Background: an optimization exercise with open tools, aiming at small area. Do not read the settings as production practice. Function was not checked in any run shown here: the RTL went through the layout flow alone.

==> flow/design.v (outline; a module is shown in full before it is edited, if it fits) <==
// module mul_stage_reg: 21 lines
// module fa: 9 lines
// module ha: 8 lines
// module booth_encoder: 17 lines
// module pp_generator: 29 lines
// module reduction_tree: 1204 lines
// module half_select: 22 lines
// module final_adder: 17 lines
// module booth_mul: 96 lines
module booth_mul (
  input  logic                     Clk,
  input  logic                     Reset,
  input  logic                     start,
  input  logic [1:0]               op,
  input  logic [mul_pkg::XLEN-1:0] a,
  input  logic [mul_pkg::XLEN-1:0] b,
  input  logic [mul_pkg::RD_W-1:0] rd,
  output logic                     done,
  output logic [mul_pkg::RD_W-1:0] rd_out,
  output logic [mul_pkg::XLEN-1:0] result
);
  // ...
==> flow/run.sh <==
#!/bin/bash
# synth_recipe.tcl (not shown) runs the flow's synth.tcl, then flattens the netlist and writes it again
# the make line also repeats each setting of config.mk as NAME=value (left out here)
make -C /OpenROAD-flow-scripts/flow DESIGN_CONFIG=/design/flow/config.mk WORK_HOME=/design/flow/orfs CLKGATE_MAP_FILE= SYNTH_SCRIPT=/design/flow/synth_recipe.tcl finish
==> flow/config.mk <==
export PLATFORM = sky130hd
export DESIGN_NAME = booth_mul
export DESIGN_NICKNAME = booth_mul
export VERILOG_FILES = /design/flow/design.v
export SDC_FILE = /design/flow/constraint.sdc
export NUM_CORES = 4
export LEC_CHECK = 0
export ABC_AREA = 1
export CAP_MARGIN = 20
export CORE_MARGIN = 2
export CORE_UTILIZATION = 40
export SETUP_SLACK_MARGIN = 0.15
export SLEW_MARGIN = 20
export TNS_END_PERCENT = 100
==> flow/constraint.sdc <==
create_clock -name core_clock -period 4.5 [get_ports {Clk}]
set_input_delay 0.9000 -clock core_clock [delete_from_list [all_inputs] [get_ports {Clk}]]
set_output_delay 0.9000 -clock core_clock [all_outputs]
set_load 0.01 [all_outputs]
==> metrics.md, run 1 <==
| Metric | Value |
|---|---|
| Status | finished with violations |
| Failed Checks | negative setup slack |
| Post-DP Area | 0.0359 sq mm |
| Register area | about 0.007 sq mm |
| Fmax | 217 MHz |
| Setup-failing EPs final | 8 |
| Comb_multi_in | 2267 |
| Biggest register | u_s0.out_data |
| Cell variety after synth | 49 |
| Final worst slack | -0.104 ns |
| Hold Path End | g_delay[2].u_sd.out_data[14]$_DFF_P_ |
| PortBufs | 111 |
| Syn Inst Count | 3247 |
| Register area share after synthesis | 21.7% |
| Gp weighted congestion | 0.991 |
| First drt pass iteration count | 6 |
| Row count | 102 |
| CTS Buffer Depth | 3 |
| CP required | 4.98 ns |
| TritonCTS Sinks | 327 |
| Ys async rst share | between 10% and 20% |
| # diodes | 2 |
| Metal-1 WL | 47400 um |
| Max Used Layer | met5 |
| Hold path start | g_delay[1].u_sd.out_data[14]$_DFF_P_ |
| Grt met3 use | under 10% |
==> module fa, before the edit <==
module fa (
  input  logic a,
  input  logic b,
  input  logic ci,
  output logic s,
  output logic co
);
  assign {co, s} = a + b + ci;
endmodule
==> run 2: changes to the inputs <==
--- a/flow/design.v
+++ b/flow/design.v
@@ -41,3 +41,4 @@
 );
-  assign {co, s} = a + b + ci;
+  assign s  = a ^ b ^ ci;
+  assign co = (a & b) | (a & ci) | (b & ci);
 endmodule
@@ -49,3 +50,4 @@
 );
-  assign {co, s} = a + b;
+  assign s  = a ^ b;
+  assign co = a & b;
 endmodule
@@ -654,4 +656,3 @@
   fa u_fa23 (.a(pp[320]), .b(pp[352]), .ci(pp[384]), .s(s23), .co(c23));
-  assign s24 = ~(pp[33] ^ pp[65]);
-  assign c24 = pp[33] | pp[65];
+  fa u_fa24 (.a(1'b1), .b(pp[33]), .ci(pp[65]), .s(s24), .co(c24));
   fa u_fa25 (.a(pp[97]), .b(pp[129]), .ci(pp[161]), .s(s25), .co(c25));
@@ -660,4 +661,3 @@
   ha u_ha28 (.a(pp[385]), .b(pp[417]), .s(s28), .co(c28));
-  assign s29 = ~(pp[66] ^ pp[98]);
-  assign c29 = pp[66] | pp[98];
+  fa u_fa29 (.a(1'b1), .b(pp[66]), .ci(pp[98]), .s(s29), .co(c29));
   fa u_fa30 (.a(pp[130]), .b(pp[162]), .ci(pp[194]), .s(s30), .co(c30));
@@ -670,4 +670,3 @@
   fa u_fa37 (.a(pp[355]), .b(pp[387]), .ci(pp[419]), .s(s37), .co(c37));
-  assign s38 = ~(pp[100] ^ pp[132]);
-  assign c38 = pp[100] | pp[132];
+  fa u_fa38 (.a(1'b1), .b(pp[100]), .ci(pp[132]), .s(s38), .co(c38));
   fa u_fa39 (.a(pp[164]), .b(pp[196]), .ci(pp[228]), .s(s39), .co(c39));
@@ -678,4 +677,3 @@
   fa u_fa44 (.a(pp[293]), .b(pp[325]), .ci(pp[357]), .s(s44), .co(c44));
-  assign s45 = ~(pp[134] ^ pp[166]);
-  assign c45 = pp[134] | pp[166];
+  fa u_fa45 (.a(1'b1), .b(pp[134]), .ci(pp[166]), .s(s45), .co(c45));
   fa u_fa46 (.a(pp[198]), .b(pp[230]), .ci(pp[262]), .s(s46), .co(c46));
@@ -684,8 +682,6 @@
   fa u_fa49 (.a(pp[231]), .b(pp[263]), .ci(pp[295]), .s(s49), .co(c49));
-  assign s50 = ~(pp[168] ^ pp[200]);
-  assign c50 = pp[168] | pp[200];
+  fa u_fa50 (.a(1'b1), .b(pp[168]), .ci(pp[200]), .s(s50), .co(c50));
   ha u_ha51 (.a(pp[232]), .b(pp[264]), .s(s51), .co(c51));
   fa u_fa52 (.a(pp[169]), .b(pp[201]), .ci(pp[233]), .s(s52), .co(c52));
-  assign s53 = ~pp[202];
-  assign c53 = pp[202];
+  ha u_ha53 (.a(1'b1), .b(pp[202]), .s(s53), .co(c53));
   ha u_ha54 (.a(pp[16]), .b(pp[48]), .s(s54), .co(c54));
@@ -725,51 +721,51 @@
   fa u_fa88 (.a(pp[379]), .b(pp[411]), .ci(pp[443]), .s(s88), .co(c88));
-  fa u_fa89 (.a(c3), .b(s5), .ci(c2), .s(s89), .co(c89));
+  fa u_fa89 (.a(c2), .b(c3), .ci(s5), .s(s89), .co(c89));
   fa u_fa90 (.a(pp[284]), .b(pp[316]), .ci(pp[348]), .s(s90), .co(c90));
   fa u_fa91 (.a(pp[380]), .b(pp[412]), .ci(pp[444]), .s(s91), .co(c91));
-  fa u_fa92 (.a(pp[476]), .b(neg[14]), .ci(c5), .s(s92), .co(c92));
-  fa u_fa93 (.a(s8), .b(c4), .ci(s6), .s(s93), .co(c93));
+  fa u_fa92 (.a(pp[476]), .b(neg[14]), .ci(c4), .s(s92), .co(c92));
+  fa u_fa93 (.a(c5), .b(s8), .ci(s6), .s(s93), .co(c93));
   fa u_fa94 (.a(pp[285]), .b(pp[317]), .ci(pp[349]), .s(s94), .co(c94));
   fa u_fa95 (.a(pp[381]), .b(pp[413]), .ci(pp[445]), .s(s95), .co(c95));
-  fa u_fa96 (.a(pp[477]), .b(c8), .ci(s11), .s(s96), .co(c96));
-  fa u_fa97 (.a(c6), .b(c7), .ci(s9), .s(s97), .co(c97));
+  fa u_fa96 (.a(pp[477]), .b(c6), .ci(c7), .s(s96), .co(c96));
+  fa u_fa97 (.a(c8), .b(s11), .ci(s9), .s(s97), .co(c97));
   fa u_fa98 (.a(pp[382]), .b(pp[414]), .ci(pp[446]), .s(s98), .co(c98));
   fa u_fa99 (.a(pp[478]), .b(pp[510]), .ci(neg[15]), .s(s99), .co(c99));
-  fa u_fa100 (.a(c11), .b(s15), .ci(c9), .s(s100), .co(c100));
-  fa u_fa101 (.a(c10), .b(s12), .ci(s13), .s(s101), .co(c101));
+  fa u_fa100 (.a(c9), .b(c10), .ci(c11), .s(s100), .co(c100));
+  fa u_fa101 (.a(s15), .b(s12), .ci(s13), .s(s101), .co(c101));
   fa u_fa102 (.a(pp[383]), .b(pp[415]), .ci(pp[447]), .s(s102), .co(c102));
-  fa u_fa103 (.a(pp[479]), .b(pp[511]), .ci(c15), .s(s103), .co(c103));
-  fa u_fa104 (.a(s19), .b(c12), .ci(c13), .s(s104), .co(c104));
-  fa u_fa105 (.a(c14), .b(s16), .ci(s17), .s(s105), .co(c105));
+  fa u_fa103 (.a(pp[479]), .b(pp[511]), .ci(c12), .s(s103), .co(c103));
+  fa u_fa104 (.a(c13), .b(c14), .ci(c15), .s(s104), .co(c104));
+  fa u_fa105 (.a(s19), .b(s16), .ci(s17), .s(s105), .co(c105));
   fa u_fa106 (.a(pp[416]), .b(pp[448]), .ci(pp[480]), .s(s106), .co(c106));
-  fa u_fa107 (.a(pp[512]), .b(corr[0]), .ci(c19), .s(s107), .co(c107));
-  fa u_fa108 (.a(c16), .b(c17), .ci(c18), .s(s108), .co(c108));
+  fa u_fa107 (.a(pp[512]), .b(corr[0]), .ci(c16), .s(s107), .co(c107));
+  fa u_fa108 (.a(c17), .b(c18), .ci(c19), .s(s108), .co(c108));
   fa u_fa109 (.a(s20), .b(s21), .ci(s22), .s(s109), .co(c109));
   fa u_fa110 (.a(pp[449]), .b(pp[481]), .ci(pp[513]), .s(s110), .co(c110));
-  fa u_fa111 (.a(corr[1]), .b(s28), .ci(c20), .s(s111), .co(c111));
-  fa u_fa112 (.a(c21), .b(c22), .ci(c23), .s(s112), .co(c112));
+  fa u_fa111 (.a(corr[1]), .b(c20), .ci(c21), .s(s111), .co(c111));
+  fa u_fa112 (.a(c22), .b(c23), .ci(s28), .s(s112), .co(c112));
   fa u_fa113 (.a(s24), .b(s25), .ci(s26), .s(s113), .co(c113));
   fa u_fa114 (.a(pp[482]), .b(pp[514]), .ci(corr[2]), .s(s114), .co(c114));
-  fa u_fa115 (.a(c28), .b(s33), .ci(c24), .s(s115), .co(c115));
-  fa u_fa116 (.a(c25), .b(c26), .ci(c27), .s(s116), .co(c116));
+  fa u_fa115 (.a(c24), .b(c25), .ci(c26), .s(s115), .co(c115));
+  fa u_fa116 (.a(c27), .b(c28), .ci(s33), .s(s116), .co(c116));
   fa u_fa117 (.a(s29), .b(s30), .ci(s31), .s(s117), .co(c117));
   fa u_fa118 (.a(pp[451]), .b(pp[483]), .ci(pp[515]), .s(s118), .co(c118));
-  fa u_fa119 (.a(corr[3]), .b(c33), .ci(c29), .s(s119), .co(c119));
-  fa u_fa120 (.a(c30), .b(c31), .ci(c32), .s(s120), .co(c120));
+  fa u_fa119 (.a(corr[3]), .b(c29), .ci(c30), .s(s119), .co(c119));
+  fa u_fa120 (.a(c31), .b(c32), .ci(c33), .s(s120), .co(c120));
   fa u_fa121 (.a(s34), .b(s35), .ci(s36), .s(s121), .co(c121));
   fa u_fa122 (.a(pp[420]), .b(pp[452]), .ci(pp[484]), .s(s122), .co(c122));
-  fa u_fa123 (.a(pp[516]), .b(corr[4]), .ci(s41), .s(s123), .co(c123));
-  fa u_fa124 (.a(c34), .b(c35), .ci(c36), .s(s124), .co(c124));
-  fa u_fa125 (.a(c37), .b(s38), .ci(s39), .s(s125), .co(c125));
+  fa u_fa123 (.a(pp[516]), .b(corr[4]), .ci(c34), .s(s123), .co(c123));
+  fa u_fa124 (.a(c35), .b(c36), .ci(c37), .s(s124), .co(c124));
+  fa u_fa125 (.a(s41), .b(s38), .ci(s39), .s(s125), .co(c125));
   fa u_fa126 (.a(pp[389]), .b(pp[421]), .ci(pp[453]), .s(s126), .co(c126));
   fa u_fa127 (.a(pp[485]), .b(pp[517]), .ci(corr[5]), .s(s127), .co(c127));
-  fa u_fa128 (.a(c41), .b(c38), .ci(c39), .s(s128), .co(c128));
-  fa u_fa129 (.a(c40), .b(s42), .ci(s43), .s(s129), .co(c129));
+  fa u_fa128 (.a(c38), .b(c39), .ci(c40), .s(s128), .co(c128));
+  fa u_fa129 (.a(c41), .b(s42), .ci(s43), .s(s129), .co(c129));
   fa u_fa130 (.a(pp[358]), .b(pp[390]), .ci(pp[422]), .s(s130), .co(c130));
   fa u_fa131 (.a(pp[454]), .b(pp[486]), .ci(pp[518]), .s(s131), .co(c131));
-  fa u_fa132 (.a(corr[6]), .b(s47), .ci(c42), .s(s132), .co(c132));
-  fa u_fa133 (.a(c43), .b(c44), .ci(s45), .s(s133), .co(c133));
+  fa u_fa132 (.a(corr[6]), .b(c42), .ci(c43), .s(s132), .co(c132));
+  fa u_fa133 (.a(c44), .b(s47), .ci(s45), .s(s133), .co(c133));
   fa u_fa134 (.a(pp[327]), .b(pp[359]), .ci(pp[391]), .s(s134), .co(c134));
   fa u_fa135 (.a(pp[423]), .b(pp[455]), .ci(pp[487]), .s(s135), .co(c135));
-  fa u_fa136 (.a(pp[519]), .b(corr[7]), .ci(c47), .s(s136), .co(c136));
-  fa u_fa137 (.a(c45), .b(c46), .ci(s48), .s(s137), .co(c137));
+  fa u_fa136 (.a(pp[519]), .b(corr[7]), .ci(c45), .s(s136), .co(c136));
+  fa u_fa137 (.a(c46), .b(c47), .ci(s48), .s(s137), .co(c137));
   fa u_fa138 (.a(pp[296]), .b(pp[328]), .ci(pp[360]), .s(s138), .co(c138));
@@ -777,3 +773,3 @@
   fa u_fa140 (.a(pp[488]), .b(pp[520]), .ci(corr[8]), .s(s140), .co(c140));
-  fa u_fa141 (.a(s51), .b(c48), .ci(c49), .s(s141), .co(c141));
+  fa u_fa141 (.a(c48), .b(c49), .ci(s51), .s(s141), .co(c141));
   fa u_fa142 (.a(pp[265]), .b(pp[297]), .ci(pp[329]), .s(s142), .co(c142));
@@ -781,3 +777,3 @@
   fa u_fa144 (.a(pp[457]), .b(pp[489]), .ci(pp[521]), .s(s144), .co(c144));
-  fa u_fa145 (.a(corr[9]), .b(c51), .ci(c50), .s(s145), .co(c145));
+  fa u_fa145 (.a(corr[9]), .b(c50), .ci(c51), .s(s145), .co(c145));
   fa u_fa146 (.a(pp[234]), .b(pp[266]), .ci(pp[298]), .s(s146), .co(c146));
@@ -785,3 +781,3 @@
   fa u_fa148 (.a(pp[426]), .b(pp[458]), .ci(pp[490]), .s(s148), .co(c148));
-  fa u_fa149 (.a(pp[522]), .b(corr[10]), .ci(s53), .s(s149), .co(c149));
+  fa u_fa149 (.a(pp[522]), .b(corr[10]), .ci(c52), .s(s149), .co(c149));
   fa u_fa150 (.a(pp[203]), .b(pp[235]), .ci(pp[267]), .s(s150), .co(c150));
@@ -790,4 +786,3 @@
   fa u_fa153 (.a(pp[491]), .b(pp[523]), .ci(corr[11]), .s(s153), .co(c153));
-  assign s154 = ~(pp[236] ^ pp[268]);
-  assign c154 = pp[236] | pp[268];
+  fa u_fa154 (.a(1'b1), .b(pp[236]), .ci(pp[268]), .s(s154), .co(c154));
   fa u_fa155 (.a(pp[300]), .b(pp[332]), .ci(pp[364]), .s(s155), .co(c155));
@@ -798,4 +793,3 @@
   fa u_fa160 (.a(pp[429]), .b(pp[461]), .ci(pp[493]), .s(s160), .co(c160));
-  assign s161 = ~(pp[270] ^ pp[302]);
-  assign c161 = pp[270] | pp[302];
+  fa u_fa161 (.a(1'b1), .b(pp[270]), .ci(pp[302]), .s(s161), .co(c161));
   fa u_fa162 (.a(pp[334]), .b(pp[366]), .ci(pp[398]), .s(s162), .co(c162));
@@ -804,8 +798,6 @@
   fa u_fa165 (.a(pp[367]), .b(pp[399]), .ci(pp[431]), .s(s165), .co(c165));
-  assign s166 = ~(pp[304] ^ pp[336]);
-  assign c166 = pp[304] | pp[336];
+  fa u_fa166 (.a(1'b1), .b(pp[304]), .ci(pp[336]), .s(s166), .co(c166));
   ha u_ha167 (.a(pp[368]), .b(pp[400]), .s(s167), .co(c167));
   fa u_fa168 (.a(pp[305]), .b(pp[337]), .ci(pp[369]), .s(s168), .co(c168));
-  assign s169 = ~pp[338];
-  assign c169 = pp[338];
+  ha u_ha169 (.a(1'b1), .b(pp[338]), .s(s169), .co(c169));
   ha u_ha170 (.a(pp[10]), .b(pp[42]), .s(s170), .co(c170));
@@ -832,97 +824,97 @@
   fa u_fa191 (.a(pp[179]), .b(pp[211]), .ci(pp[243]), .s(s191), .co(c191));
-  fa u_fa192 (.a(pp[275]), .b(pp[307]), .ci(c57), .s(s192), .co(c192));
-  fa u_fa193 (.a(s59), .b(c56), .ci(s58), .s(s193), .co(c193));
+  fa u_fa192 (.a(pp[275]), .b(pp[307]), .ci(c56), .s(s192), .co(c192));
+  fa u_fa193 (.a(c57), .b(s59), .ci(s58), .s(s193), .co(c193));
   fa u_fa194 (.a(pp[276]), .b(pp[308]), .ci(pp[340]), .s(s194), .co(c194));
-  fa u_fa195 (.a(neg[10]), .b(c59), .ci(s62), .s(s195), .co(c195));
-  fa u_fa196 (.a(c58), .b(s60), .ci(s61), .s(s196), .co(c196));
+  fa u_fa195 (.a(neg[10]), .b(c58), .ci(c59), .s(s195), .co(c195));
+  fa u_fa196 (.a(s62), .b(s60), .ci(s61), .s(s196), .co(c196));
   fa u_fa197 (.a(pp[277]), .b(pp[309]), .ci(pp[341]), .s(s197), .co(c197));
-  fa u_fa198 (.a(c62), .b(s65), .ci(c60), .s(s198), .co(c198));
-  fa u_fa199 (.a(c61), .b(s63), .ci(s64), .s(s199), .co(c199));
-  fa u_fa200 (.a(pp[374]), .b(neg[11]), .ci(c65), .s(s200), .co(c200));
-  fa u_fa201 (.a(s69), .b(c63), .ci(c64), .s(s201), .co(c201));
+  fa u_fa198 (.a(c60), .b(c61), .ci(c62), .s(s198), .co(c198));
+  fa u_fa199 (.a(s65), .b(s63), .ci(s64), .s(s199), .co(c199));
+  fa u_fa200 (.a(pp[374]), .b(neg[11]), .ci(c63), .s(s200), .co(c200));
+  fa u_fa201 (.a(c64), .b(c65), .ci(s69), .s(s201), .co(c201));
   fa u_fa202 (.a(s66), .b(s67), .ci(s68), .s(s202), .co(c202));
-  fa u_fa203 (.a(pp[375]), .b(c69), .ci(s73), .s(s203), .co(c203));
-  fa u_fa204 (.a(c66), .b(c67), .ci(c68), .s(s204), .co(c204));
+  fa u_fa203 (.a(pp[375]), .b(c66), .ci(c67), .s(s203), .co(c203));
+  fa u_fa204 (.a(c68), .b(c69), .ci(s73), .s(s204), .co(c204));
   fa u_fa205 (.a(s70), .b(s71), .ci(s72), .s(s205), .co(c205));
-  fa u_fa206 (.a(c73), .b(s0), .ci(c70), .s(s206), .co(c206));
-  fa u_fa207 (.a(c71), .b(c72), .ci(s74), .s(s207), .co(c207));
+  fa u_fa206 (.a(c70), .b(c71), .ci(c72), .s(s206), .co(c206));
+  fa u_fa207 (.a(c73), .b(s0), .ci(s74), .s(s207), .co(c207));
   fa u_fa208 (.a(s75), .b(s76), .ci(s77), .s(s208), .co(c208));
-  fa u_fa209 (.a(s1), .b(c74), .ci(c75), .s(s209), .co(c209));
-  fa u_fa210 (.a(c76), .b(c77), .ci(s78), .s(s210), .co(c210));
+  fa u_fa209 (.a(c74), .b(c75), .ci(c76), .s(s209), .co(c209));
+  fa u_fa210 (.a(c77), .b(s1), .ci(s78), .s(s210), .co(c210));
   fa u_fa211 (.a(s79), .b(s80), .ci(s81), .s(s211), .co(c211));
   fa u_fa212 (.a(c78), .b(c79), .ci(c80), .s(s212), .co(c212));
-  fa u_fa213 (.a(s82), .b(s83), .ci(s84), .s(s213), .co(c213));
-  fa u_fa214 (.a(s2), .b(c81), .ci(s85), .s(s214), .co(c214));
+  fa u_fa213 (.a(c81), .b(s82), .ci(s83), .s(s213), .co(c213));
+  fa u_fa214 (.a(s84), .b(s2), .ci(s85), .s(s214), .co(c214));
   fa u_fa215 (.a(c82), .b(c83), .ci(c84), .s(s215), .co(c215));
-  fa u_fa216 (.a(s86), .b(s87), .ci(s88), .s(s216), .co(c216));
-  fa u_fa217 (.a(s4), .b(c85), .ci(s89), .s(s217), .co(c217));
+  fa u_fa216 (.a(c85), .b(s86), .ci(s87), .s(s216), .co(c216));
+  fa u_fa217 (.a(s88), .b(s4), .ci(s89), .s(s217), .co(c217));
   fa u_fa218 (.a(c86), .b(c87), .ci(c88), .s(s218), .co(c218));
-  fa u_fa219 (.a(s90), .b(s91), .ci(s7), .s(s219), .co(c219));
-  fa u_fa220 (.a(s92), .b(c89), .ci(s93), .s(s220), .co(c220));
-  fa u_fa221 (.a(c90), .b(c91), .ci(s94), .s(s221), .co(c221));
-  fa u_fa222 (.a(s95), .b(s10), .ci(c92), .s(s222), .co(c222));
-  fa u_fa223 (.a(s96), .b(c93), .ci(s97), .s(s223), .co(c223));
-  fa u_fa224 (.a(c94), .b(c95), .ci(s98), .s(s224), .co(c224));
-  fa u_fa225 (.a(s99), .b(s14), .ci(c96), .s(s225), .co(c225));
+  fa u_fa219 (.a(c89), .b(s90), .ci(s91), .s(s219), .co(c219));
+  fa u_fa220 (.a(s7), .b(s92), .ci(s93), .s(s220), .co(c220));
+  fa u_fa221 (.a(c90), .b(c91), .ci(c92), .s(s221), .co(c221));
+  fa u_fa222 (.a(s94), .b(s95), .ci(s10), .s(s222), .co(c222));
+  fa u_fa223 (.a(c93), .b(s96), .ci(s97), .s(s223), .co(c223));
+  fa u_fa224 (.a(c94), .b(c95), .ci(c96), .s(s224), .co(c224));
+  fa u_fa225 (.a(s98), .b(s14), .ci(s99), .s(s225), .co(c225));
   fa u_fa226 (.a(c97), .b(s100), .ci(s101), .s(s226), .co(c226));
-  fa u_fa227 (.a(c98), .b(c99), .ci(s102), .s(s227), .co(c227));
-  fa u_fa228 (.a(s18), .b(s103), .ci(c100), .s(s228), .co(c228));
+  fa u_fa227 (.a(c98), .b(c99), .ci(c100), .s(s227), .co(c227));
+  fa u_fa228 (.a(s102), .b(s18), .ci(s103), .s(s228), .co(c228));
   fa u_fa229 (.a(c101), .b(s104), .ci(s105), .s(s229), .co(c229));
-  fa u_fa230 (.a(c102), .b(s106), .ci(s23), .s(s230), .co(c230));
-  fa u_fa231 (.a(c103), .b(s107), .ci(c104), .s(s231), .co(c231));
+  fa u_fa230 (.a(c102), .b(c103), .ci(c104), .s(s230), .co(c230));
+  fa u_fa231 (.a(s106), .b(s23), .ci(s107), .s(s231), .co(c231));
   fa u_fa232 (.a(c105), .b(s108), .ci(s109), .s(s232), .co(c232));
-  fa u_fa233 (.a(c106), .b(s110), .ci(s27), .s(s233), .co(c233));
-  fa u_fa234 (.a(c107), .b(c108), .ci(c109), .s(s234), .co(c234));
+  fa u_fa233 (.a(c106), .b(c107), .ci(c108), .s(s233), .co(c233));
+  fa u_fa234 (.a(s110), .b(s27), .ci(c109), .s(s234), .co(c234));
   fa u_fa235 (.a(s111), .b(s112), .ci(s113), .s(s235), .co(c235));
-  fa u_fa236 (.a(c110), .b(s114), .ci(s32), .s(s236), .co(c236));
-  fa u_fa237 (.a(c111), .b(c112), .ci(c113), .s(s237), .co(c237));
+  fa u_fa236 (.a(c110), .b(c111), .ci(c112), .s(s236), .co(c236));
+  fa u_fa237 (.a(s114), .b(s32), .ci(c113), .s(s237), .co(c237));
   fa u_fa238 (.a(s115), .b(s116), .ci(s117), .s(s238), .co(c238));
-  fa u_fa239 (.a(c114), .b(s118), .ci(s37), .s(s239), .co(c239));
-  fa u_fa240 (.a(c115), .b(c116), .ci(c117), .s(s240), .co(c240));
+  fa u_fa239 (.a(c114), .b(c115), .ci(c116), .s(s239), .co(c239));
+  fa u_fa240 (.a(s118), .b(s37), .ci(c117), .s(s240), .co(c240));
   fa u_fa241 (.a(s119), .b(s120), .ci(s121), .s(s241), .co(c241));
-  fa u_fa242 (.a(c118), .b(s122), .ci(s40), .s(s242), .co(c242));
-  fa u_fa243 (.a(c119), .b(c120), .ci(s123), .s(s243), .co(c243));
+  fa u_fa242 (.a(c118), .b(c119), .ci(c120), .s(s242), .co(c242));
+  fa u_fa243 (.a(s122), .b(s40), .ci(s123), .s(s243), .co(c243));
   fa u_fa244 (.a(c121), .b(s124), .ci(s125), .s(s244), .co(c244));
-  fa u_fa245 (.a(c122), .b(s126), .ci(s127), .s(s245), .co(c245));
-  fa u_fa246 (.a(s44), .b(c123), .ci(c124), .s(s246), .co(c246));
+  fa u_fa245 (.a(c122), .b(c123), .ci(c124), .s(s245), .co(c245));
+  fa u_fa246 (.a(s126), .b(s127), .ci(s44), .s(s246), .co(c246));
   fa u_fa247 (.a(c125), .b(s128), .ci(s129), .s(s247), .co(c247));
-  fa u_fa248 (.a(c126), .b(c127), .ci(s130), .s(s248), .co(c248));
-  fa u_fa249 (.a(s131), .b(s46), .ci(c128), .s(s249), .co(c249));
+  fa u_fa248 (.a(c126), .b(c127), .ci(c128), .s(s248), .co(c248));
+  fa u_fa249 (.a(s130), .b(s131), .ci(s46), .s(s249), .co(c249));
   fa u_fa250 (.a(c129), .b(s132), .ci(s133), .s(s250), .co(c250));
-  fa u_fa251 (.a(c130), .b(c131), .ci(s134), .s(s251), .co(c251));
-  fa u_fa252 (.a(s135), .b(s49), .ci(s136), .s(s252), .co(c252));
-  fa u_fa253 (.a(c132), .b(c133), .ci(s137), .s(s253), .co(c253));
-  fa u_fa254 (.a(c134), .b(c135), .ci(s138), .s(s254), .co(c254));
-  fa u_fa255 (.a(s139), .b(s140), .ci(s50), .s(s255), .co(c255));
-  fa u_fa256 (.a(c136), .b(c137), .ci(s141), .s(s256), .co(c256));
+  fa u_fa251 (.a(c130), .b(c131), .ci(c132), .s(s251), .co(c251));
+  fa u_fa252 (.a(s134), .b(s135), .ci(s49), .s(s252), .co(c252));
+  fa u_fa253 (.a(s136), .b(c133), .ci(s137), .s(s253), .co(c253));
+  fa u_fa254 (.a(c134), .b(c135), .ci(c136), .s(s254), .co(c254));
+  fa u_fa255 (.a(s138), .b(s139), .ci(s140), .s(s255), .co(c255));
+  fa u_fa256 (.a(s50), .b(c137), .ci(s141), .s(s256), .co(c256));
   fa u_fa257 (.a(c138), .b(c139), .ci(c140), .s(s257), .co(c257));
-  fa u_fa258 (.a(s142), .b(s143), .ci(s144), .s(s258), .co(c258));
-  fa u_fa259 (.a(s52), .b(c141), .ci(s145), .s(s259), .co(c259));
+  fa u_fa258 (.a(c141), .b(s142), .ci(s143), .s(s258), .co(c258));
+  fa u_fa259 (.a(s144), .b(s52), .ci(s145), .s(s259), .co(c259));
   fa u_fa260 (.a(c142), .b(c143), .ci(c144), .s(s260), .co(c260));
-  fa u_fa261 (.a(c52), .b(s146), .ci(s147), .s(s261), .co(c261));
-  fa u_fa262 (.a(s148), .b(c145), .ci(s149), .s(s262), .co(c262));
-  fa u_fa263 (.a(c53), .b(c146), .ci(c147), .s(s263), .co(c263));
-  fa u_fa264 (.a(c148), .b(s150), .ci(s151), .s(s264), .co(c264));
-  fa u_fa265 (.a(s152), .b(s153), .ci(c149), .s(s265), .co(c265));
-  fa u_fa266 (.a(corr[12]), .b(s157), .ci(c150), .s(s266), .co(c266));
-  fa u_fa267 (.a(c151), .b(c152), .ci(c153), .s(s267), .co(c267));
+  fa u_fa261 (.a(c145), .b(s53), .ci(s146), .s(s261), .co(c261));
+  fa u_fa262 (.a(s147), .b(s148), .ci(s149), .s(s262), .co(c262));
+  fa u_fa263 (.a(c146), .b(c147), .ci(c148), .s(s263), .co(c263));
+  fa u_fa264 (.a(c53), .b(c149), .ci(s150), .s(s264), .co(c264));
+  fa u_fa265 (.a(s151), .b(s152), .ci(s153), .s(s265), .co(c265));
+  fa u_fa266 (.a(corr[12]), .b(c150), .ci(c151), .s(s266), .co(c266));
+  fa u_fa267 (.a(c152), .b(c153), .ci(s157), .s(s267), .co(c267));
   fa u_fa268 (.a(s154), .b(s155), .ci(s156), .s(s268), .co(c268));
-  fa u_fa269 (.a(pp[525]), .b(corr[13]), .ci(c157), .s(s269), .co(c269));
-  fa u_fa270 (.a(c154), .b(c155), .ci(c156), .s(s270), .co(c270));
+  fa u_fa269 (.a(pp[525]), .b(corr[13]), .ci(c154), .s(s269), .co(c269));
+  fa u_fa270 (.a(c155), .b(c156), .ci(c157), .s(s270), .co(c270));
   fa u_fa271 (.a(s158), .b(s159), .ci(s160), .s(s271), .co(c271));
   fa u_fa272 (.a(pp[494]), .b(pp[526]), .ci(corr[14]), .s(s272), .co(c272));
-  fa u_fa273 (.a(s163), .b(c158), .ci(c159), .s(s273), .co(c273));
-  fa u_fa274 (.a(c160), .b(s161), .ci(s162), .s(s274), .co(c274));
+  fa u_fa273 (.a(c158), .b(c159), .ci(c160), .s(s273), .co(c273));
+  fa u_fa274 (.a(s163), .b(s161), .ci(s162), .s(s274), .co(c274));
   fa u_fa275 (.a(pp[463]), .b(pp[495]), .ci(pp[527]), .s(s275), .co(c275));
-  fa u_fa276 (.a(corr[15]), .b(c163), .ci(c161), .s(s276), .co(c276));
-  fa u_fa277 (.a(c162), .b(s164), .ci(s165), .s(s277), .co(c277));
+  fa u_fa276 (.a(corr[15]), .b(c161), .ci(c162), .s(s276), .co(c276));
+  fa u_fa277 (.a(c163), .b(s164), .ci(s165), .s(s277), .co(c277));
   fa u_fa278 (.a(pp[432]), .b(pp[464]), .ci(pp[496]), .s(s278), .co(c278));
-  fa u_fa279 (.a(pp[528]), .b(corr[16]), .ci(s167), .s(s279), .co(c279));
-  fa u_fa280 (.a(c164), .b(c165), .ci(s166), .s(s280), .co(c280));
+  fa u_fa279 (.a(pp[528]), .b(corr[16]), .ci(c164), .s(s279), .co(c279));
+  fa u_fa280 (.a(c165), .b(s167), .ci(s166), .s(s280), .co(c280));
   fa u_fa281 (.a(pp[401]), .b(pp[433]), .ci(pp[465]), .s(s281), .co(c281));
   fa u_fa282 (.a(pp[497]), .b(pp[529]), .ci(corr[17]), .s(s282), .co(c282));
-  fa u_fa283 (.a(c167), .b(c166), .ci(s168), .s(s283), .co(c283));
+  fa u_fa283 (.a(c166), .b(c167), .ci(s168), .s(s283), .co(c283));
   fa u_fa284 (.a(pp[370]), .b(pp[402]), .ci(pp[434]), .s(s284), .co(c284));
   fa u_fa285 (.a(pp[466]), .b(pp[498]), .ci(pp[530]), .s(s285), .co(c285));
-  fa u_fa286 (.a(corr[18]), .b(s169), .ci(c168), .s(s286), .co(c286));
+  fa u_fa286 (.a(corr[18]), .b(c168), .ci(s169), .s(s286), .co(c286));
   fa u_fa287 (.a(pp[339]), .b(pp[371]), .ci(pp[403]), .s(s287), .co(c287));
@@ -930,4 +922,3 @@
   fa u_fa289 (.a(pp[531]), .b(corr[19]), .ci(c169), .s(s289), .co(c289));
-  assign s290 = ~(pp[372] ^ pp[404]);
-  assign c290 = pp[372] | pp[404];
+  fa u_fa290 (.a(1'b1), .b(pp[372]), .ci(pp[404]), .s(s290), .co(c290));
   fa u_fa291 (.a(pp[436]), .b(pp[468]), .ci(pp[500]), .s(s291), .co(c291));
@@ -936,8 +927,6 @@
   fa u_fa294 (.a(pp[469]), .b(pp[501]), .ci(pp[533]), .s(s294), .co(c294));
-  assign s295 = ~(pp[406] ^ pp[438]);
-  assign c295 = pp[406] | pp[438];
+  fa u_fa295 (.a(1'b1), .b(pp[406]), .ci(pp[438]), .s(s295), .co(c295));
   ha u_ha296 (.a(pp[470]), .b(pp[502]), .s(s296), .co(c296));
   fa u_fa297 (.a(pp[407]), .b(pp[439]), .ci(pp[471]), .s(s297), .co(c297));
-  assign s298 = ~pp[440];
-  assign c298 = pp[440];
+  ha u_ha298 (.a(1'b1), .b(pp[440]), .s(s298), .co(c298));
   ha u_ha299 (.a(pp[6]), .b(pp[38]), .s(s299), .co(c299));
@@ -954,34 +943,34 @@
   fa u_fa310 (.a(c171), .b(s173), .ci(s172), .s(s310), .co(c310));
-  fa u_fa311 (.a(pp[173]), .b(pp[205]), .ci(c173), .s(s311), .co(c311));
-  fa u_fa312 (.a(s175), .b(c172), .ci(s174), .s(s312), .co(c312));
-  fa u_fa313 (.a(neg[7]), .b(c175), .ci(s178), .s(s313), .co(c313));
-  fa u_fa314 (.a(c174), .b(s176), .ci(s177), .s(s314), .co(c314));
-  fa u_fa315 (.a(c178), .b(s181), .ci(c176), .s(s315), .co(c315));
-  fa u_fa316 (.a(c177), .b(s179), .ci(s180), .s(s316), .co(c316));
-  fa u_fa317 (.a(c181), .b(c179), .ci(c180), .s(s317), .co(c317));
+  fa u_fa311 (.a(pp[173]), .b(pp[205]), .ci(c172), .s(s311), .co(c311));
+  fa u_fa312 (.a(c173), .b(s175), .ci(s174), .s(s312), .co(c312));
+  fa u_fa313 (.a(neg[7]), .b(c174), .ci(c175), .s(s313), .co(c313));
+  fa u_fa314 (.a(s178), .b(s176), .ci(s177), .s(s314), .co(c314));
+  fa u_fa315 (.a(c176), .b(c177), .ci(c178), .s(s315), .co(c315));
+  fa u_fa316 (.a(s181), .b(s179), .ci(s180), .s(s316), .co(c316));
+  fa u_fa317 (.a(c179), .b(c180), .ci(c181), .s(s317), .co(c317));
   fa u_fa318 (.a(s182), .b(s183), .ci(s184), .s(s318), .co(c318));
-  fa u_fa319 (.a(c182), .b(c183), .ci(s185), .s(s319), .co(c319));
-  fa u_fa320 (.a(s186), .b(c184), .ci(s187), .s(s320), .co(c320));
-  fa u_fa321 (.a(c185), .b(c186), .ci(s188), .s(s321), .co(c321));
-  fa u_fa322 (.a(s189), .b(c187), .ci(s190), .s(s322), .co(c322));
+  fa u_fa319 (.a(c182), .b(c183), .ci(c184), .s(s319), .co(c319));
+  fa u_fa320 (.a(s185), .b(s186), .ci(s187), .s(s320), .co(c320));
+  fa u_fa321 (.a(c185), .b(c186), .ci(c187), .s(s321), .co(c321));
+  fa u_fa322 (.a(s188), .b(s189), .ci(s190), .s(s322), .co(c322));
   fa u_fa323 (.a(c188), .b(c189), .ci(s191), .s(s323), .co(c323));
   fa u_fa324 (.a(s192), .b(c190), .ci(s193), .s(s324), .co(c324));
-  fa u_fa325 (.a(c191), .b(s194), .ci(c192), .s(s325), .co(c325));
-  fa u_fa326 (.a(s195), .b(c193), .ci(s196), .s(s326), .co(c326));
-  fa u_fa327 (.a(c194), .b(s197), .ci(c195), .s(s327), .co(c327));
+  fa u_fa325 (.a(c191), .b(c192), .ci(s194), .s(s325), .co(c325));
+  fa u_fa326 (.a(c193), .b(s195), .ci(s196), .s(s326), .co(c326));
+  fa u_fa327 (.a(c194), .b(c195), .ci(s197), .s(s327), .co(c327));
   fa u_fa328 (.a(c196), .b(s198), .ci(s199), .s(s328), .co(c328));
-  fa u_fa329 (.a(c197), .b(s200), .ci(c198), .s(s329), .co(c329));
+  fa u_fa329 (.a(c197), .b(c198), .ci(s200), .s(s329), .co(c329));
   fa u_fa330 (.a(c199), .b(s201), .ci(s202), .s(s330), .co(c330));
-  fa u_fa331 (.a(c200), .b(c201), .ci(s203), .s(s331), .co(c331));
-  fa u_fa332 (.a(c202), .b(s204), .ci(s205), .s(s332), .co(c332));
+  fa u_fa331 (.a(c200), .b(c201), .ci(c202), .s(s331), .co(c331));
+  fa u_fa332 (.a(s203), .b(s204), .ci(s205), .s(s332), .co(c332));
   fa u_fa333 (.a(c203), .b(c204), .ci(c205), .s(s333), .co(c333));
   fa u_fa334 (.a(s206), .b(s207), .ci(s208), .s(s334), .co(c334));
-  fa u_fa335 (.a(c206), .b(c207), .ci(c208), .s(s335), .co(c335));
-  fa u_fa336 (.a(s209), .b(s210), .ci(s211), .s(s336), .co(c336));
+  fa u_fa335 (.a(c206), .b(c207), .ci(s209), .s(s335), .co(c335));
+  fa u_fa336 (.a(c208), .b(s210), .ci(s211), .s(s336), .co(c336));
   fa u_fa337 (.a(c209), .b(c210), .ci(s212), .s(s337), .co(c337));
-  fa u_fa338 (.a(s213), .b(c211), .ci(s214), .s(s338), .co(c338));
+  fa u_fa338 (.a(c211), .b(s213), .ci(s214), .s(s338), .co(c338));
   fa u_fa339 (.a(c212), .b(c213), .ci(s215), .s(s339), .co(c339));
-  fa u_fa340 (.a(s216), .b(c214), .ci(s217), .s(s340), .co(c340));
+  fa u_fa340 (.a(c214), .b(s216), .ci(s217), .s(s340), .co(c340));
   fa u_fa341 (.a(c215), .b(c216), .ci(s218), .s(s341), .co(c341));
-  fa u_fa342 (.a(s219), .b(c217), .ci(s220), .s(s342), .co(c342));
+  fa u_fa342 (.a(c217), .b(s219), .ci(s220), .s(s342), .co(c342));
   fa u_fa343 (.a(c218), .b(c219), .ci(s221), .s(s343), .co(c343));
@@ -990,62 +979,60 @@
   fa u_fa346 (.a(s225), .b(c223), .ci(s226), .s(s346), .co(c346));
-  fa u_fa347 (.a(c224), .b(s227), .ci(c225), .s(s347), .co(c347));
+  fa u_fa347 (.a(c224), .b(c225), .ci(s227), .s(s347), .co(c347));
   fa u_fa348 (.a(s228), .b(c226), .ci(s229), .s(s348), .co(c348));
-  fa u_fa349 (.a(c227), .b(s230), .ci(c228), .s(s349), .co(c349));
+  fa u_fa349 (.a(c227), .b(c228), .ci(s230), .s(s349), .co(c349));
   fa u_fa350 (.a(s231), .b(c229), .ci(s232), .s(s350), .co(c350));
-  fa u_fa351 (.a(c230), .b(s233), .ci(c231), .s(s351), .co(c351));
-  fa u_fa352 (.a(c232), .b(s234), .ci(s235), .s(s352), .co(c352));
-  fa u_fa353 (.a(c233), .b(s236), .ci(c234), .s(s353), .co(c353));
-  fa u_fa354 (.a(c235), .b(s237), .ci(s238), .s(s354), .co(c354));
-  fa u_fa355 (.a(c236), .b(s239), .ci(c237), .s(s355), .co(c355));
-  fa u_fa356 (.a(c238), .b(s240), .ci(s241), .s(s356), .co(c356));
-  fa u_fa357 (.a(c239), .b(s242), .ci(c240), .s(s357), .co(c357));
+  fa u_fa351 (.a(c230), .b(c231), .ci(s233), .s(s351), .co(c351));
+  fa u_fa352 (.a(s234), .b(c232), .ci(s235), .s(s352), .co(c352));
+  fa u_fa353 (.a(c233), .b(c234), .ci(s236), .s(s353), .co(c353));
+  fa u_fa354 (.a(s237), .b(c235), .ci(s238), .s(s354), .co(c354));
+  fa u_fa355 (.a(c236), .b(c237), .ci(s239), .s(s355), .co(c355));
+  fa u_fa356 (.a(s240), .b(c238), .ci(s241), .s(s356), .co(c356));
+  fa u_fa357 (.a(c239), .b(c240), .ci(s242), .s(s357), .co(c357));
   fa u_fa358 (.a(s243), .b(c241), .ci(s244), .s(s358), .co(c358));
-  fa u_fa359 (.a(c242), .b(s245), .ci(c243), .s(s359), .co(c359));
+  fa u_fa359 (.a(c242), .b(c243), .ci(s245), .s(s359), .co(c359));
   fa u_fa360 (.a(s246), .b(c244), .ci(s247), .s(s360), .co(c360));
-  fa u_fa361 (.a(c245), .b(s248), .ci(c246), .s(s361), .co(c361));
+  fa u_fa361 (.a(c245), .b(c246), .ci(s248), .s(s361), .co(c361));
   fa u_fa362 (.a(s249), .b(c247), .ci(s250), .s(s362), .co(c362));
-  fa u_fa363 (.a(c248), .b(s251), .ci(c249), .s(s363), .co(c363));
+  fa u_fa363 (.a(c248), .b(c249), .ci(s251), .s(s363), .co(c363));
   fa u_fa364 (.a(s252), .b(c250), .ci(s253), .s(s364), .co(c364));
-  fa u_fa365 (.a(c251), .b(s254), .ci(s255), .s(s365), .co(c365));
-  fa u_fa366 (.a(c252), .b(c253), .ci(s256), .s(s366), .co(c366));
+  fa u_fa365 (.a(c251), .b(c252), .ci(s254), .s(s365), .co(c365));
+  fa u_fa366 (.a(s255), .b(c253), .ci(s256), .s(s366), .co(c366));
   fa u_fa367 (.a(c254), .b(c255), .ci(s257), .s(s367), .co(c367));
-  fa u_fa368 (.a(s258), .b(c256), .ci(s259), .s(s368), .co(c368));
+  fa u_fa368 (.a(c256), .b(s258), .ci(s259), .s(s368), .co(c368));
   fa u_fa369 (.a(c257), .b(c258), .ci(s260), .s(s369), .co(c369));
-  fa u_fa370 (.a(s261), .b(c259), .ci(s262), .s(s370), .co(c370));
+  fa u_fa370 (.a(c259), .b(s261), .ci(s262), .s(s370), .co(c370));
   fa u_fa371 (.a(c260), .b(c261), .ci(s263), .s(s371), .co(c371));
-  fa u_fa372 (.a(s264), .b(c262), .ci(s265), .s(s372), .co(c372));
-  fa u_fa373 (.a(c263), .b(c264), .ci(s266), .s(s373), .co(c373));
-  fa u_fa374 (.a(s267), .b(s268), .ci(c265), .s(s374), .co(c374));
-  fa u_fa375 (.a(s269), .b(c266), .ci(c267), .s(s375), .co(c375));
+  fa u_fa372 (.a(c262), .b(s264), .ci(s265), .s(s372), .co(c372));
+  fa u_fa373 (.a(c263), .b(c264), .ci(c265), .s(s373), .co(c373));
+  fa u_fa374 (.a(s266), .b(s267), .ci(s268), .s(s374), .co(c374));
+  fa u_fa375 (.a(c266), .b(c267), .ci(s269), .s(s375), .co(c375));
   fa u_fa376 (.a(c268), .b(s270), .ci(s271), .s(s376), .co(c376));
-  fa u_fa377 (.a(s272), .b(c269), .ci(c270), .s(s377), .co(c377));
+  fa u_fa377 (.a(c269), .b(c270), .ci(s272), .s(s377), .co(c377));
   fa u_fa378 (.a(c271), .b(s273), .ci(s274), .s(s378), .co(c378));
-  fa u_fa379 (.a(c272), .b(s275), .ci(c273), .s(s379), .co(c379));
+  fa u_fa379 (.a(c272), .b(c273), .ci(s275), .s(s379), .co(c379));
   fa u_fa380 (.a(c274), .b(s276), .ci(s277), .s(s380), .co(c380));
-  fa u_fa381 (.a(c275), .b(s278), .ci(c276), .s(s381), .co(c381));
+  fa u_fa381 (.a(c275), .b(c276), .ci(s278), .s(s381), .co(c381));
   fa u_fa382 (.a(s279), .b(c277), .ci(s280), .s(s382), .co(c382));
-  fa u_fa383 (.a(c278), .b(s281), .ci(s282), .s(s383), .co(c383));
-  fa u_fa384 (.a(c279), .b(c280), .ci(s283), .s(s384), .co(c384));
+  fa u_fa383 (.a(c278), .b(c279), .ci(s281), .s(s383), .co(c383));
+  fa u_fa384 (.a(s282), .b(c280), .ci(s283), .s(s384), .co(c384));
   fa u_fa385 (.a(c281), .b(c282), .ci(s284), .s(s385), .co(c385));
   fa u_fa386 (.a(s285), .b(c283), .ci(s286), .s(s386), .co(c386));
-  fa u_fa387 (.a(c284), .b(c285), .ci(s287), .s(s387), .co(c387));
-  fa u_fa388 (.a(s288), .b(s289), .ci(c286), .s(s388), .co(c388));
-  fa u_fa389 (.a(s292), .b(c287), .ci(c288), .s(s389), .co(c389));
-  fa u_fa390 (.a(s290), .b(s291), .ci(c289), .s(s390), .co(c390));
-  fa u_fa391 (.a(corr[21]), .b(c292), .ci(c290), .s(s391), .co(c391));
-  fa u_fa392 (.a(c291), .b(s293), .ci(s294), .s(s392), .co(c392));
-  fa u_fa393 (.a(pp[534]), .b(corr[22]), .ci(s296), .s(s393), .co(c393));
-  fa u_fa394 (.a(c293), .b(c294), .ci(s295), .s(s394), .co(c394));
+  fa u_fa387 (.a(c284), .b(c285), .ci(c286), .s(s387), .co(c387));
+  fa u_fa388 (.a(s287), .b(s288), .ci(s289), .s(s388), .co(c388));
+  fa u_fa389 (.a(c287), .b(c288), .ci(c289), .s(s389), .co(c389));
+  fa u_fa390 (.a(s292), .b(s290), .ci(s291), .s(s390), .co(c390));
+  fa u_fa391 (.a(corr[21]), .b(c290), .ci(c291), .s(s391), .co(c391));
+  fa u_fa392 (.a(c292), .b(s293), .ci(s294), .s(s392), .co(c392));
+  fa u_fa393 (.a(pp[534]), .b(corr[22]), .ci(c293), .s(s393), .co(c393));
+  fa u_fa394 (.a(c294), .b(s296), .ci(s295), .s(s394), .co(c394));
   fa u_fa395 (.a(pp[503]), .b(pp[535]), .ci(corr[23]), .s(s395), .co(c395));
-  fa u_fa396 (.a(c296), .b(c295), .ci(s297), .s(s396), .co(c396));
+  fa u_fa396 (.a(c295), .b(c296), .ci(s297), .s(s396), .co(c396));
   fa u_fa397 (.a(pp[472]), .b(pp[504]), .ci(pp[536]), .s(s397), .co(c397));
-  fa u_fa398 (.a(corr[24]), .b(s298), .ci(c297), .s(s398), .co(c398));
+  fa u_fa398 (.a(corr[24]), .b(c297), .ci(s298), .s(s398), .co(c398));
   fa u_fa399 (.a(pp[441]), .b(pp[473]), .ci(pp[505]), .s(s399), .co(c399));
   fa u_fa400 (.a(pp[537]), .b(corr[25]), .ci(c298), .s(s400), .co(c400));
-  assign s401 = ~(pp[474] ^ pp[506]);
-  assign c401 = pp[474] | pp[506];
+  fa u_fa401 (.a(1'b1), .b(pp[474]), .ci(pp[506]), .s(s401), .co(c401));
   ha u_ha402 (.a(pp[538]), .b(corr[26]), .s(s402), .co(c402));
   fa u_fa403 (.a(pp[475]), .b(pp[507]), .ci(pp[539]), .s(s403), .co(c403));
-  assign s404 = ~pp[508];
-  assign c404 = pp[508];
+  ha u_ha404 (.a(1'b1), .b(pp[508]), .s(s404), .co(c404));
   ha u_ha405 (.a(pp[4]), .b(pp[36]), .s(s405), .co(c405));
@@ -1055,8 +1042,8 @@
   fa u_fa409 (.a(neg[4]), .b(c300), .ci(s302), .s(s409), .co(c409));
-  fa u_fa410 (.a(c302), .b(s304), .ci(c301), .s(s410), .co(c410));
-  fa u_fa411 (.a(c304), .b(c303), .ci(s305), .s(s411), .co(c411));
-  fa u_fa412 (.a(c305), .b(s307), .ci(c306), .s(s412), .co(c412));
-  fa u_fa413 (.a(c307), .b(s309), .ci(c308), .s(s413), .co(c413));
+  fa u_fa410 (.a(c301), .b(c302), .ci(s304), .s(s410), .co(c410));
+  fa u_fa411 (.a(c303), .b(c304), .ci(s305), .s(s411), .co(c411));
+  fa u_fa412 (.a(c305), .b(c306), .ci(s307), .s(s412), .co(c412));
+  fa u_fa413 (.a(c307), .b(c308), .ci(s309), .s(s413), .co(c413));
   fa u_fa414 (.a(c309), .b(s311), .ci(c310), .s(s414), .co(c414));
-  fa u_fa415 (.a(c311), .b(s313), .ci(c312), .s(s415), .co(c415));
+  fa u_fa415 (.a(c311), .b(c312), .ci(s313), .s(s415), .co(c415));
   fa u_fa416 (.a(c313), .b(c314), .ci(s315), .s(s416), .co(c416));
@@ -1070,4 +1057,4 @@
   fa u_fa424 (.a(c329), .b(s331), .ci(c330), .s(s424), .co(c424));
-  fa u_fa425 (.a(c331), .b(c332), .ci(s333), .s(s425), .co(c425));
-  fa u_fa426 (.a(c333), .b(c334), .ci(s335), .s(s426), .co(c426));
+  fa u_fa425 (.a(c331), .b(s333), .ci(c332), .s(s425), .co(c425));
+  fa u_fa426 (.a(c333), .b(s335), .ci(c334), .s(s426), .co(c426));
   fa u_fa427 (.a(c335), .b(s337), .ci(c336), .s(s427), .co(c427));
@@ -1090,3 +1077,3 @@
   fa u_fa444 (.a(c369), .b(s371), .ci(c370), .s(s444), .co(c444));
-  fa u_fa445 (.a(c371), .b(s373), .ci(c372), .s(s445), .co(c445));
+  fa u_fa445 (.a(c371), .b(c372), .ci(s373), .s(s445), .co(c445));
   fa u_fa446 (.a(c373), .b(s375), .ci(c374), .s(s446), .co(c446));
@@ -1095,17 +1082,16 @@
   fa u_fa449 (.a(c379), .b(s381), .ci(c380), .s(s449), .co(c449));
-  fa u_fa450 (.a(s383), .b(c381), .ci(c382), .s(s450), .co(c450));
+  fa u_fa450 (.a(c381), .b(s383), .ci(c382), .s(s450), .co(c450));
   fa u_fa451 (.a(c383), .b(s385), .ci(c384), .s(s451), .co(c451));
   fa u_fa452 (.a(c385), .b(s387), .ci(c386), .s(s452), .co(c452));
-  fa u_fa453 (.a(c387), .b(s389), .ci(s390), .s(s453), .co(c453));
-  fa u_fa454 (.a(c389), .b(s391), .ci(c390), .s(s454), .co(c454));
+  fa u_fa453 (.a(c387), .b(c388), .ci(s389), .s(s453), .co(c453));
+  fa u_fa454 (.a(c389), .b(c390), .ci(s391), .s(s454), .co(c454));
   fa u_fa455 (.a(c391), .b(s393), .ci(c392), .s(s455), .co(c455));
-  fa u_fa456 (.a(s395), .b(c393), .ci(c394), .s(s456), .co(c456));
+  fa u_fa456 (.a(c393), .b(s395), .ci(c394), .s(s456), .co(c456));
   fa u_fa457 (.a(c395), .b(s397), .ci(c396), .s(s457), .co(c457));
-  fa u_fa458 (.a(c397), .b(s399), .ci(s400), .s(s458), .co(c458));
-  fa u_fa459 (.a(s402), .b(c399), .ci(s401), .s(s459), .co(c459));
-  fa u_fa460 (.a(corr[27]), .b(c402), .ci(c401), .s(s460), .co(c460));
-  fa u_fa461 (.a(pp[540]), .b(corr[28]), .ci(s404), .s(s461), .co(c461));
+  fa u_fa458 (.a(c397), .b(c398), .ci(s399), .s(s458), .co(c458));
+  fa u_fa459 (.a(c399), .b(c400), .ci(s402), .s(s459), .co(c459));
+  fa u_fa460 (.a(corr[27]), .b(c401), .ci(c402), .s(s460), .co(c460));
+  fa u_fa461 (.a(pp[540]), .b(corr[28]), .ci(c403), .s(s461), .co(c461));
   fa u_fa462 (.a(pp[509]), .b(pp[541]), .ci(corr[29]), .s(s462), .co(c462));
-  assign s463 = ~pp[542];
-  assign c463 = pp[542];
+  ha u_ha463 (.a(1'b1), .b(pp[542]), .s(s463), .co(c463));
   ha u_ha464 (.a(pp[2]), .b(pp[34]), .s(s464), .co(c464));
@@ -1115,35 +1101,35 @@
   fa u_fa468 (.a(c406), .b(s299), .ci(s407), .s(s468), .co(c468));
-  fa u_fa469 (.a(s300), .b(c407), .ci(s408), .s(s469), .co(c469));
-  fa u_fa470 (.a(s301), .b(c408), .ci(s409), .s(s470), .co(c470));
-  fa u_fa471 (.a(s303), .b(c409), .ci(s410), .s(s471), .co(c471));
+  fa u_fa469 (.a(c407), .b(s300), .ci(s408), .s(s469), .co(c469));
+  fa u_fa470 (.a(c408), .b(s301), .ci(s409), .s(s470), .co(c470));
+  fa u_fa471 (.a(c409), .b(s303), .ci(s410), .s(s471), .co(c471));
   fa u_fa472 (.a(c410), .b(s306), .ci(s411), .s(s472), .co(c472));
-  fa u_fa473 (.a(s308), .b(c411), .ci(s412), .s(s473), .co(c473));
-  fa u_fa474 (.a(s310), .b(c412), .ci(s413), .s(s474), .co(c474));
-  fa u_fa475 (.a(s312), .b(c413), .ci(s414), .s(s475), .co(c475));
-  fa u_fa476 (.a(s314), .b(c414), .ci(s415), .s(s476), .co(c476));
-  fa u_fa477 (.a(s316), .b(c415), .ci(s416), .s(s477), .co(c477));
-  fa u_fa478 (.a(c416), .b(s318), .ci(s417), .s(s478), .co(c478));
+  fa u_fa473 (.a(c411), .b(s308), .ci(s412), .s(s473), .co(c473));
+  fa u_fa474 (.a(c412), .b(s310), .ci(s413), .s(s474), .co(c474));
+  fa u_fa475 (.a(c413), .b(s312), .ci(s414), .s(s475), .co(c475));
+  fa u_fa476 (.a(c414), .b(s314), .ci(s415), .s(s476), .co(c476));
+  fa u_fa477 (.a(c415), .b(s316), .ci(s416), .s(s477), .co(c477));
+  fa u_fa478 (.a(c416), .b(s417), .ci(s318), .s(s478), .co(c478));
   fa u_fa479 (.a(c417), .b(s320), .ci(s418), .s(s479), .co(c479));
-  fa u_fa480 (.a(s322), .b(c418), .ci(s419), .s(s480), .co(c480));
-  fa u_fa481 (.a(s324), .b(c419), .ci(s420), .s(s481), .co(c481));
-  fa u_fa482 (.a(s326), .b(c420), .ci(s421), .s(s482), .co(c482));
-  fa u_fa483 (.a(s328), .b(c421), .ci(s422), .s(s483), .co(c483));
-  fa u_fa484 (.a(s330), .b(c422), .ci(s423), .s(s484), .co(c484));
-  fa u_fa485 (.a(s332), .b(c423), .ci(s424), .s(s485), .co(c485));
-  fa u_fa486 (.a(s334), .b(c424), .ci(s425), .s(s486), .co(c486));
-  fa u_fa487 (.a(s336), .b(c425), .ci(s426), .s(s487), .co(c487));
-  fa u_fa488 (.a(c426), .b(s338), .ci(s427), .s(s488), .co(c488));
-  fa u_fa489 (.a(s340), .b(c427), .ci(s428), .s(s489), .co(c489));
-  fa u_fa490 (.a(s342), .b(c428), .ci(s429), .s(s490), .co(c490));
-  fa u_fa491 (.a(s344), .b(c429), .ci(s430), .s(s491), .co(c491));
-  fa u_fa492 (.a(s346), .b(c430), .ci(s431), .s(s492), .co(c492));
-  fa u_fa493 (.a(s348), .b(c431), .ci(s432), .s(s493), .co(c493));
-  fa u_fa494 (.a(s350), .b(c432), .ci(s433), .s(s494), .co(c494));
-  fa u_fa495 (.a(s352), .b(c433), .ci(s434), .s(s495), .co(c495));
-  fa u_fa496 (.a(s354), .b(c434), .ci(s435), .s(s496), .co(c496));
-  fa u_fa497 (.a(s356), .b(c435), .ci(s436), .s(s497), .co(c497));
-  fa u_fa498 (.a(s358), .b(c436), .ci(s437), .s(s498), .co(c498));
-  fa u_fa499 (.a(s360), .b(c437), .ci(s438), .s(s499), .co(c499));
-  fa u_fa500 (.a(s362), .b(c438), .ci(s439), .s(s500), .co(c500));
-  fa u_fa501 (.a(s364), .b(c439), .ci(s440), .s(s501), .co(c501));
+  fa u_fa480 (.a(c418), .b(s322), .ci(s419), .s(s480), .co(c480));
+  fa u_fa481 (.a(c419), .b(s324), .ci(s420), .s(s481), .co(c481));
+  fa u_fa482 (.a(c420), .b(s326), .ci(s421), .s(s482), .co(c482));
+  fa u_fa483 (.a(c421), .b(s328), .ci(s422), .s(s483), .co(c483));
+  fa u_fa484 (.a(c422), .b(s330), .ci(s423), .s(s484), .co(c484));
+  fa u_fa485 (.a(c423), .b(s332), .ci(s424), .s(s485), .co(c485));
+  fa u_fa486 (.a(c424), .b(s334), .ci(s425), .s(s486), .co(c486));
+  fa u_fa487 (.a(c425), .b(s336), .ci(s426), .s(s487), .co(c487));
+  fa u_fa488 (.a(c426), .b(s427), .ci(s338), .s(s488), .co(c488));
+  fa u_fa489 (.a(c427), .b(s340), .ci(s428), .s(s489), .co(c489));
+  fa u_fa490 (.a(c428), .b(s429), .ci(s342), .s(s490), .co(c490));
+  fa u_fa491 (.a(c429), .b(s344), .ci(s430), .s(s491), .co(c491));
+  fa u_fa492 (.a(c430), .b(s346), .ci(s431), .s(s492), .co(c492));
+  fa u_fa493 (.a(c431), .b(s348), .ci(s432), .s(s493), .co(c493));
+  fa u_fa494 (.a(c432), .b(s350), .ci(s433), .s(s494), .co(c494));
+  fa u_fa495 (.a(c433), .b(s352), .ci(s434), .s(s495), .co(c495));
+  fa u_fa496 (.a(c434), .b(s354), .ci(s435), .s(s496), .co(c496));
+  fa u_fa497 (.a(c435), .b(s356), .ci(s436), .s(s497), .co(c497));
+  fa u_fa498 (.a(c436), .b(s358), .ci(s437), .s(s498), .co(c498));
+  fa u_fa499 (.a(c437), .b(s360), .ci(s438), .s(s499), .co(c499));
+  fa u_fa500 (.a(c438), .b(s362), .ci(s439), .s(s500), .co(c500));
+  fa u_fa501 (.a(c439), .b(s364), .ci(s440), .s(s501), .co(c501));
   fa u_fa502 (.a(s366), .b(c440), .ci(s441), .s(s502), .co(c502));
@@ -1151,22 +1137,22 @@
   fa u_fa504 (.a(s370), .b(c442), .ci(s443), .s(s504), .co(c504));
-  fa u_fa505 (.a(s372), .b(c443), .ci(s444), .s(s505), .co(c505));
-  fa u_fa506 (.a(s374), .b(c444), .ci(s445), .s(s506), .co(c506));
-  fa u_fa507 (.a(s376), .b(s446), .ci(c445), .s(s507), .co(c507));
-  fa u_fa508 (.a(s378), .b(c446), .ci(s447), .s(s508), .co(c508));
-  fa u_fa509 (.a(s380), .b(c447), .ci(s448), .s(s509), .co(c509));
-  fa u_fa510 (.a(s382), .b(c448), .ci(s449), .s(s510), .co(c510));
-  fa u_fa511 (.a(s384), .b(c449), .ci(s450), .s(s511), .co(c511));
+  fa u_fa505 (.a(c443), .b(s372), .ci(s444), .s(s505), .co(c505));
+  fa u_fa506 (.a(c444), .b(s374), .ci(s445), .s(s506), .co(c506));
+  fa u_fa507 (.a(c445), .b(s376), .ci(s446), .s(s507), .co(c507));
+  fa u_fa508 (.a(c446), .b(s378), .ci(s447), .s(s508), .co(c508));
+  fa u_fa509 (.a(c447), .b(s380), .ci(s448), .s(s509), .co(c509));
+  fa u_fa510 (.a(c448), .b(s382), .ci(s449), .s(s510), .co(c510));
+  fa u_fa511 (.a(c449), .b(s384), .ci(s450), .s(s511), .co(c511));
   fa u_fa512 (.a(s386), .b(c450), .ci(s451), .s(s512), .co(c512));
-  fa u_fa513 (.a(s388), .b(s452), .ci(c451), .s(s513), .co(c513));
-  fa u_fa514 (.a(c388), .b(s453), .ci(c452), .s(s514), .co(c514));
-  fa u_fa515 (.a(s392), .b(c453), .ci(s454), .s(s515), .co(c515));
-  fa u_fa516 (.a(s394), .b(c454), .ci(s455), .s(s516), .co(c516));
-  fa u_fa517 (.a(s396), .b(c455), .ci(s456), .s(s517), .co(c517));
+  fa u_fa513 (.a(s388), .b(c451), .ci(s452), .s(s513), .co(c513));
+  fa u_fa514 (.a(s390), .b(c452), .ci(s453), .s(s514), .co(c514));
+  fa u_fa515 (.a(c453), .b(s392), .ci(s454), .s(s515), .co(c515));
+  fa u_fa516 (.a(c454), .b(s394), .ci(s455), .s(s516), .co(c516));
+  fa u_fa517 (.a(c455), .b(s396), .ci(s456), .s(s517), .co(c517));
   fa u_fa518 (.a(s398), .b(c456), .ci(s457), .s(s518), .co(c518));
-  fa u_fa519 (.a(c398), .b(s458), .ci(c457), .s(s519), .co(c519));
-  fa u_fa520 (.a(c400), .b(s459), .ci(c458), .s(s520), .co(c520));
-  fa u_fa521 (.a(s403), .b(c459), .ci(s460), .s(s521), .co(c521));
-  fa u_fa522 (.a(c403), .b(c460), .ci(s461), .s(s522), .co(c522));
-  fa u_fa523 (.a(c404), .b(s462), .ci(c461), .s(s523), .co(c523));
-  fa u_fa524 (.a(corr[30]), .b(s463), .ci(c462), .s(s524), .co(c524));
+  fa u_fa519 (.a(s400), .b(c457), .ci(s458), .s(s519), .co(c519));
+  fa u_fa520 (.a(s401), .b(c458), .ci(s459), .s(s520), .co(c520));
+  fa u_fa521 (.a(c459), .b(s403), .ci(s460), .s(s521), .co(c521));
+  fa u_fa522 (.a(c460), .b(s404), .ci(s461), .s(s522), .co(c522));
+  fa u_fa523 (.a(c404), .b(c461), .ci(s462), .s(s523), .co(c523));
+  fa u_fa524 (.a(corr[30]), .b(c462), .ci(s463), .s(s524), .co(c524));
   fa u_fa525 (.a(pp[543]), .b(corr[31]), .ci(c463), .s(s525), .co(c525));
--- a/flow/config.mk
+++ b/flow/config.mk
@@ -8,7 +8,5 @@
 export ABC_AREA = 1
-export CAP_MARGIN = 20
+export CAP_MARGIN = 0
 export CORE_MARGIN = 2
-export CORE_UTILIZATION = 40
-export SETUP_SLACK_MARGIN = 0.15
-export SLEW_MARGIN = 20
-export TNS_END_PERCENT = 100
+export CORE_UTILIZATION = 55
+export SLEW_MARGIN = 0
==> run 2 against run 1 <==
Against the previous run: still fails the layout checks on negative setup slack; largest cell class unchanged; sequential share of layout area up 0.39 points; utilization rose by 16 points; final cell count shrank 2.4%; global-route usage rose by 14 points; routed wire length rose by 8.7%.
==> metrics.md, run 2 <==
| Metric | Value |
|---|---|
| Clock Skew | 0.0695 ns |
| TritonCTS Sinks | 327 (unchanged) |
| Worst-Skew Late Latency | 0.62 ns |
| Crit path max-delay family | adder cells |
| Area leader, netlist | fa_1 |
| Failed Checks | negative setup slack |
| Reg2reg start | u_s0.out_data[76]$_DFF_P_ |
| Max reg flops | 88 |
| First drt pass iteration count | 8 (+2) |
| Biggest register | u_s0.out_data |
| Hold path start | u_s2.out_data[15]$_DFF_P_ |
| Status | finished with violations |
| Largest stage delay, worst path | 0.65 ns |
| Setup-failing EPs final | 3 (-5) |
| Data arrival, critical path | about 5.0 ns |
| Crit path buffers/inverters | 5 |
| Gp weighted congestion | 1.07 (+8.3%) |
| Slew Limit Fails | 0 |
| Fmax | 220 MHz (+1.5%) |
| DRC viols | 0 |
| Register area share after synthesis | 21.2% (-0.51 points) |
| Slowest stage cell, crit path | fa_1 |
| CP Capture Type | flip-flop |
| CP required | 4.94 ns (-0.04 ns) |
| Initial antenna violation count | 5 |
| Syn Inst Count | 3482 (+7.2%) |
| EDFF count, synth | 0 |
| Worst R2R Setup Slack | -0.04 ns |
| Row count | 88 (-14%) |
| Final worst slack | -0.0386 ns (+0.0659 ns) |
| Worst hold slack | 0.314 ns |
| GRT overflow | 0 |
| CTS root buf | clkbuf_16 |
| CTS Buffer Depth | 3 (unchanged) |
| Hold Path End | g_delay[1].u_sd.out_data[15]$_DFF_P_ |
| CP Cell Sequence | inv_1 > o22ai_1 > xor2_1 > fa_1 > inv_1 > fa_1 > inv_1 > fa_1 > fa_1 > inv_1 > fa_1 > inv_1 > fa_2 > o211a_1 > a21oi_2 > o311ai_1 |
| PortBufs | 111 (unchanged) |
| Ys async rst share | 13.1% (unchanged) |
| Cell variety after synth | 44 (-10%) |
| Critical Path Source | u_s0.out_data[76]$_DFF_P_ |
| Most frequent cells in the layout | xor2_1, inv_1, o22ai_1 |
| Seq cells post-synth | 327 |
| Total Wirelength | 131000 um |
| Worst-path maximum fanout | 3 |
| Synth top cells by count | inv_1, xor2_1, o22ai_1, fa_1 |
| Core outline area | 0.0576 sq mm |
| Startpoint types | flip-flop |
| Top FF cell, synth | dfxtp_1 |
-- run 2: cell count changes in the layout (fill, tap and decap cells not counted), sizes merged, moves of 4 or more --
cell / before / now
buf: 400 / 339
inv: 392 / 589
nand2: 257 / 299
a21o: 5 / 9
clkbuf: 54 / 46
clkinvlp: 5 / 13
mux2i: 11 / 1
or2: 6 / 0
nand4: 4 / 8
-- run 2: worst max-delay path by stage --
stage	depth (start not counted)	endpoint
2_1_floorplan	17	u_s1.out_data[15]$_DFF_P_
3_3_place_gp	17	u_s1.out_data[6]$_DFF_P_
3_5_place_dp	17	u_s1.out_data[6]$_DFF_P_
4_1_cts	16	u_s1.out_data[15]$_DFF_P_
5_1_grt	16	u_s1.out_data[20]$_DFF_P_
6_report	16	u_s1.out_data[15]$_DFF_P_
-- run 2: logic make-up after synthesis --
kind of cell,count (synthesis),synth area share (%)
AOI/OAI and AO/OA,699,13.3
adders and majority gates,558,32.7
muxes,41,1.44
xor gates and xnor gates,565,15.5
DFF,327,21.2
and+or+nand+nor,432,5.54
buffers and inverters,860,10.4
-- run 2: area by class of cell --
class / count / area [sq um] / area share, %
multi-input combinational: 2295 / 22400 / 58.8
sequential: 327 / 6790 / 17.8
timing repair buffer: 450 / 4300 / 11.3
inverter: 594 / 2270 / 5.96
clock buffer: 46 / 1030 / 2.71
tap: 765 / 957 / 2.51
clock inverter: 21 / 325 / 0.854
timing repair inverter: 2 / 12.5 / 0.0328
antenna: 1 / 2.50 / 0.00657
-- run 2: repair_timing --
action	4_1_cts	5_1_grt
endpoints found under the setup margin	25	37
gates resized for setup	47	198
endpoints found under the hold margin	0	0
setup buffers	10	12
cloned	0	2
pin swaps	16	63
-- run 2: through the flow --
stage / setup slack (ns) / setup TNS, ns / cell area [sq um] / instances
after floorplan: 0.0594 / 0 / 31900 / 3482
after global placement: -0.177 / -0.739 / 35700 / 4409
after detailed placement: -0.204 / -1.10 / 35700 / 4409
after CTS: -0.0142 / -0.0262 / 37300 / 4486
after global routing: -0.106 / -0.646 / 38100 / 4500
final: -0.0386 / -0.0811 / 38100 / 4501
-- run 2: layer usage --
metal,track usage (%),part of all wire (%)
met4,29.8,9.0
met2,68.5,44
met5,0,0.018
met1,52.4,35
met3,12.4,12

-- static timing again, ports no longer ideal --
The results above use ideal ports. As a check the final layouts listed here were re-extracted and re-timed, cells and wires unchanged. Step 1 assumes that a clkbuf_16 drives the clock port and a buf_2 every other input. Step 2 times the ports against the registers' clock, not the clock port: input delays grow and output delays shrink by t, the midpoint of the rising clock arrivals with the driver on. Slacks: ideal / step 1 / step 2; pairs: ideal / step 1.
run	t, ns	setup slack, ns
run 1	0.657	-0.104 / -0.104 / -0.104
run 2	0.649	-0.039 / -0.039 / -0.039
